Source: an optimization exercise on an open RTL-to-GDS flow (aim: small area, a short achievable clock period and few clock cycles per item). Production flows keep margins and buffers that such runs may drop. The RTL was checked by simulation tests, not by an equivalence proof against the original design. Power is estimated from default activity; no workload was simulated.

==> run E: inputs <==
// online_linear_regression_fit
module online_linear_regression_fit (
  input  logic                             clk,
  input  logic                             rst_n,
  input  logic                             in_valid,
  output logic                             in_ready,
  input  logic [olr_pkg::X_BITS-1:0]       in_x_coord,
  input  logic signed [olr_pkg::Y_W-1:0]   in_y_value,
  output logic                             out_valid,
  input  logic                             out_ready,
  output logic signed [olr_pkg::RES_W-1:0] out_slope_value,
  output logic signed [olr_pkg::RES_W-1:0] out_offset_value,
  output logic                             out_fit_valid,
  output logic [olr_pkg::COUNT_BITS-1:0]   out_points_seen,
  output logic                             out_point_dropped
);
Settings: LEC_CHECK=0, CAP_MARGIN=20, CORE_MARGIN=2, CORE_UTILIZATION=40, SETUP_SLACK_MARGIN=5, SLEW_MARGIN=20; clock period 9.0 ns.
run.sh (not shown) runs the stock make flow with config.mk's settings and CLKGATE_MAP_FILE= SYNTH_SCRIPT=/design/flow/synth_recipe.tcl, a recipe that flattens the netlist after the stock synthesis.
==> run P (differences from run E) <==
--- a/flow/design.v
+++ b/flow/design.v
@@ -118,15 +118,22 @@
 );
   logic [COUNT_BITS-1:0]   n_r;
   logic [SX_W-1:0]         sx_r;
   logic signed [SY_W-1:0]  sy_r;
   logic [SXX_W-1:0]        sxx_r;
   logic signed [SXY_W-1:0] sxy_r;
+  logic [D_W-33:0]         d_hi;
+  logic [NS_W-33:0]        ns_hi;
+  logic [NO_W-33:0]        no_hi;
+  logic [31:0]             d_lo, ns_lo, no_lo;
   logic [D_W-1:0]          d_r;
   logic signed [NS_W-1:0]  ns_r;
   logic signed [NO_W-1:0]  no_r;
+  assign d_r  = {d_hi, d_lo};
+  assign ns_r = {ns_hi, ns_lo};
+  assign no_r = {no_hi, no_lo};
   logic                        xv_r;
   logic [3:0]                  xc_r;
   logic [X_BITS-1:0]           x_r;
   logic signed [Y_W-1:0]       y_r;
   logic [COUNT_BITS+9:0]       pn_r;     
   logic [SX_W+9:0]             psx_r;    
@@ -207,37 +214,30 @@
   logic                      yv_r;
   logic signed [U_W-1:0]     u_r;
   logic signed [A_W-1:0]     a_r;
   logic signed [B_W-1:0]     b_r;
   logic [Y_W-1:0]            yy_r;      
   logic [11:0]               yx_r;      
-  logic [11:0]               lxb_r;     
   logic signed [U_W:0]       accu_r;    
-  logic [Y_W-1:0]            lu_r;      
   logic signed [A_W:0]       acca_r;    
   logic signed [B_W:0]       accxb_r;   
   logic signed [U_W:0]       accxu_r;   
+  logic [1:0]                cd_r, cn_r, co_r;
   logic [COUNT_BITS-1:0]     seen_y;
   logic                      drop_y;
-  logic ystep, xdig_r;
+  logic ystep;
   assign ystep = yv_r && !slot_c[4];
-  always_ff @(posedge clk) begin
-    if (!rst_n) xdig_r <= 1'b0;
-    else        xdig_r <= adv || (xdig_r && slot_c != SLOT_W'(5));
-  end
   function automatic logic [2:0] booth(input logic b2, input logic b1, input logic b0);
     booth[2] = b2 && !(b1 && b0);
     booth[1] = b1 ^ b0;
     booth[0] = (b2 && !b1 && !b0) || (!b2 && b1 && b0);
   endfunction
   logic [2:0] ydig_r, xdig3_r;
   logic yneg, yone, ytwo, xneg, xone, xtwo;
   assign {yneg, yone, ytwo} = ydig_r;
-  assign xneg = xdig_r && xdig3_r[2];
-  assign xone = xdig_r && xdig3_r[1];
-  assign xtwo = xdig_r && xdig3_r[0];
+  assign {xneg, xone, xtwo} = xdig3_r;
   logic [U_W+2:0] ppu, ppxu;
   logic [A_W+2:0] ppa;
   logic [B_W+2:0] ppb;
   always_comb begin
     ppu  = (yone ? (U_W+3)'(u_r) : '0) | (ytwo ? (U_W+3)'(u_r) << 1 : '0);
     ppxu = (xone ? (U_W+3)'(u_r) : '0) | (xtwo ? (U_W+3)'(u_r) << 1 : '0);
@@ -259,12 +259,19 @@
   assign ta_w  = {(A_W+3)'(acca_r), 1'b1} + {ppa, yneg};
   assign txb_w = {(B_W+3)'(accxb_r), 1'b1} + {ppb, xneg};
   assign tu    = tu_w[U_W+3:1];
   assign txu   = txu_w[U_W+3:1];
   assign ta    = ta_w[A_W+3:1];
   assign txb   = txb_w[B_W+3:1];
+  logic [3:0] sd, sn, so;
+  logic [1:0] a_bits, nb_bits;
+  assign a_bits  = a_r[2*slot_c[3:0] +: 2];
+  assign nb_bits = ~b_r[2*slot_c[3:0] +: 2];
+  assign sd = 4'(d_lo[1:0]) + 4'(txu[1:0]) + 4'(a_bits) + 4'(cd_r);
+  assign sn = 4'(ns_lo[1:0]) + 4'(tu[1:0]) + 4'(nb_bits) + 4'(cn_r);
+  assign so = 4'(no_lo[1:0]) + 4'(ta[1:0]) + 4'(txb[1:0]) + 4'(co_r);
   always_ff @(posedge clk) begin
     if (xfer) begin
       u_r     <= drop ? '0 : u_nx;
       a_r     <= drop ? '0 : a_nx;
       b_r     <= drop ? '0 : b_nx;
       yy_r    <= drop ? '0 : y_r;
@@ -274,67 +281,79 @@
       seen_y  <= drop ? n_r : n_r + 1'b1;
       drop_y  <= drop;
       accu_r  <= '0;
       acca_r  <= '0;
       accxb_r <= '0;
       accxu_r <= '0;
+      cd_r    <= 2'd0;
+      cn_r    <= 2'd1;
+      co_r    <= 2'd0;
     end else if (ystep) begin
       accu_r  <= (U_W+1)'($signed(tu) >>> 2);
-      lu_r    <= {tu[1:0], lu_r[Y_W-1:2]};
       acca_r  <= (A_W+1)'($signed(ta) >>> 2);
-      yy_r    <= {ta[1:0], yy_r[Y_W-1:2]};
+      accxu_r <= (U_W+1)'($signed(txu) >>> 2);
+      accxb_r <= (B_W+1)'($signed(txb) >>> 2);
+      yy_r    <= {2'b00, yy_r[Y_W-1:2]};
+      yx_r    <= {2'b00, yx_r[11:2]};
       ydig_r  <= booth(yy_r[3], yy_r[2], yy_r[1]);
-      if (xdig_r) begin
-        accxu_r <= (U_W+1)'($signed(txu) >>> 2);
-        yx_r    <= {txu[1:0], yx_r[11:2]};
-        accxb_r <= (B_W+1)'($signed(txb) >>> 2);
-        lxb_r   <= {txb[1:0], lxb_r[11:2]};
-        xdig3_r <= booth(yx_r[3], yx_r[2], yx_r[1]);
-      end
+      xdig3_r <= (slot_c < SLOT_W'(5)) ? booth(yx_r[3], yx_r[2], yx_r[1]) : 3'b000;
+      cd_r    <= sd[3:2];
+      cn_r    <= sn[3:2];
+      co_r    <= so[3:2];
     end
   end
   always_ff @(posedge clk) begin
     if (!rst_n) begin
       yv_r <= 1'b0;
     end else if (adv) begin
       yv_r <= xdone;
     end
   end
-  logic signed [U_W+12:0] p_xu;
-  logic signed [U_W+32:0] p_u;
-  logic signed [A_W+32:0] p_a;
-  logic signed [B_W+12:0] p_xb;
-  assign p_xu = {accxu_r, yx_r};
-  assign p_u  = {accu_r, lu_r};
-  assign p_a  = {acca_r, yy_r};
-  assign p_xb = {accxb_r, lxb_r};
-  logic [D_W-1:0]  d_a, d_b, d_s, d_c;
-  logic [NS_W-1:0] s_a, s_b, s_s, s_c, s_m;
-  logic [NO_W-1:0] o_a, o_b, o_s, o_c;
-  assign d_a = D_W'(a_r);
-  assign d_b = D_W'(p_xu);
-  assign d_s = d_r ^ d_a ^ d_b;
-  assign d_c = ((d_r & d_a) | (d_r & d_b) | (d_a & d_b)) << 1;
-  assign s_a = NS_W'(p_u);
-  assign s_b = ~(NS_W'(b_r));
-  assign s_s = ns_r ^ s_a ^ s_b;
-  assign s_c = {s_m[NS_W-2:0], 1'b1};
-  assign s_m = (ns_r & s_a) | (ns_r & s_b) | (s_a & s_b);
-  assign o_a = NO_W'(p_a);
-  assign o_b = NO_W'(p_xb);
-  assign o_s = no_r ^ o_a ^ o_b;
-  assign o_c = ((no_r & o_a) | (no_r & o_b) | (o_a & o_b)) << 1;
+  localparam int DH = D_W - 32;
+  localparam int SH = NS_W - 32;
+  localparam int OH = NO_W - 32;
+  logic [DH-1:0] dh_b, dh_c, dh_z, dh_s1, dh_k1, dh_s2, dh_k2;
+  logic [SH-1:0] sh_b, sh_c, sh_z, sh_s1, sh_k1, sh_s2, sh_k2;
+  logic [OH-1:0] oh_b, oh_c, oh_z, oh_s1, oh_k1, oh_s2, oh_k2;
+  assign dh_b = DH'(accxu_r);
+  assign dh_c = {DH{a_r[A_W-1]}};
+  assign dh_z = DH'({cd_r[1], 1'b0});
+  assign sh_b = SH'(accu_r);
+  assign sh_c = SH'($signed(~b_r[B_W-1:32]));
+  assign sh_z = SH'({cn_r[1], 1'b0});
+  assign oh_b = OH'(acca_r);
+  assign oh_c = OH'(accxb_r);
+  assign oh_z = OH'({co_r[1], 1'b0});
+  assign dh_s1 = d_hi ^ dh_b ^ dh_c;
+  assign dh_k1 = {((d_hi & dh_b) | (d_hi & dh_c) | (dh_b & dh_c)), cd_r[0]};
+  assign dh_s2 = dh_s1 ^ dh_k1 ^ dh_z;
+  assign dh_k2 = {((dh_s1 & dh_k1) | (dh_s1 & dh_z) | (dh_k1 & dh_z)), 1'b0};
+  assign sh_s1 = ns_hi ^ sh_b ^ sh_c;
+  assign sh_k1 = {((ns_hi & sh_b) | (ns_hi & sh_c) | (sh_b & sh_c)), cn_r[0]};
+  assign sh_s2 = sh_s1 ^ sh_k1 ^ sh_z;
+  assign sh_k2 = {((sh_s1 & sh_k1) | (sh_s1 & sh_z) | (sh_k1 & sh_z)), 1'b0};
+  assign oh_s1 = no_hi ^ oh_b ^ oh_c;
+  assign oh_k1 = {((no_hi & oh_b) | (no_hi & oh_c) | (oh_b & oh_c)), co_r[0]};
+  assign oh_s2 = oh_s1 ^ oh_k1 ^ oh_z;
+  assign oh_k2 = {((oh_s1 & oh_k1) | (oh_s1 & oh_z) | (oh_k1 & oh_z)), 1'b0};
   always_ff @(posedge clk) begin
     if (!rst_n) begin
-      d_r  <= '0;
-      ns_r <= '0;
-      no_r <= '0;
+      d_hi  <= '0;
+      ns_hi <= '0;
+      no_hi <= '0;
+      d_lo  <= '0;
+      ns_lo <= '0;
+      no_lo <= '0;
+    end else if (ystep) begin
+      d_lo  <= {sd[1:0], d_lo[31:2]};
+      ns_lo <= {sn[1:0], ns_lo[31:2]};
+      no_lo <= {so[1:0], no_lo[31:2]};
     end else if (adv && yv_r) begin
-      d_r  <= d_s + d_c;
-      ns_r <= s_s + s_c;
-      no_r <= o_s + o_c;
+      d_hi  <= dh_s2 + dh_k2;
+      ns_hi <= sh_s2 + sh_k2;
+      no_hi <= oh_s2 + oh_k2;
     end
   end
   logic                  dv_r;
   logic                  fv_r;
   logic [D_W-1:0]        den_r;
   logic [D_W+1:0]        den3_r;
==> qor.yml <==
worst_setup_path:
  r2r-end: "u_dp.no_r[75]$_SDFFE_PN0P_"
  cp_cell_sequence: "fa_1, ha_2, fa_2, a211oi_4, o21bai_2, a211oi_2, o211ai_1, a211o_1, a21o_1, a31oi_4, o211ai_1, a21bo_2, a41oi_4, buf_4, o21ai_2, xnor2_1, o21ai_1"
  r2r_cells: 17
route:
  vias: 100600
  dr_wl_met2_um: 167300
final_layout:
  syn2layout_area_growth_pct: 20.41
  multi_input_area_mm2: 0.07928
  top_regs: "u_dp.no_r (77), u_dp.ns_r (67), u_dp.accxb_r (56)"
grt:
  use_met2: 0.4077
logic_synthesis:
  synthTopCellsByArea: "edfxtp_1 16%, dfxtp_1 13%, ha_1 12%, a21oi_1 5.7%, xnor2_1 5.2%"
outcome:
  status: "finished clean"
power:
  p_int_uw: 11810
That was run E.
==> qor.yml <==
outcome:
  status: "finished clean"
final_layout:
  multi_input_area_mm2: 0.07254
  top_regs: "u_dp.accxb_r (56), u_dp.b_r (55)"
  syn2layout_area_growth_pct: 16.29
worst_setup_path:
  cp_cell_sequence: "fa_1, fa_2, ha_4, fa_2, a21o_1, a21o_1, a21oi_2, o21a_2, o41ai_4, o41ai_4, o311ai_4, a41oi_2, o21ai_2, a21boi_1, nor3_1, o31a_1"
  r2r_cells: 16
logic_synthesis:
  synthTopCellsByArea: "edfxtp_1 16%, dfxtp_1 13%, ha_1 13%, a21oi_1 6.4%, nand2_1 6.0%"
  syn_avg_cell_area_um2: 8.175
  yosys.area_share.simple: 0.1744
route:
  dr_wl_met2_um: 162900
  vias: 94870
power:
  p_int_uw: 11490
grt:
  use_met2: 0.4143
That was run P.
Testbench counts of run E, summed over its fixed seeds: cycles 17,552, items 1,024.
Testbench counts of run P, summed over its fixed seeds: cycles 17,552, items 1,024.

-- port drivers added, routing unchanged --
Ports are ideal in the flow. The routed layouts listed here were re-timed in OpenROAD. Step 1 assumes that a clkbuf_16 drives the clock port and a buf_2 every other input. Step 2, shift: input delay + t, output delay - t, t = (earliest + latest rising clock arrival at the registers) / 2. This alone moves slack from input paths to output paths. Three values: ideal ports, drivers, drivers and shift; two values: the first two.
| run | t (ns) | setup WS [ns] | worst register clock-pin slew, ns |
|---|---|---|---|
| run E | 0.927 | 4.372 / 4.372 / 4.298 | 0.07 / 0.07 |
| run P | 0.917 | 4.746 / 4.746 / 4.569 | 0.07 / 0.07 |
After both steps setup and hold are still met in every run listed. The setup slack of run P, which loses most, moves by 0.000 ns with the drivers and by -0.177 ns with both steps.
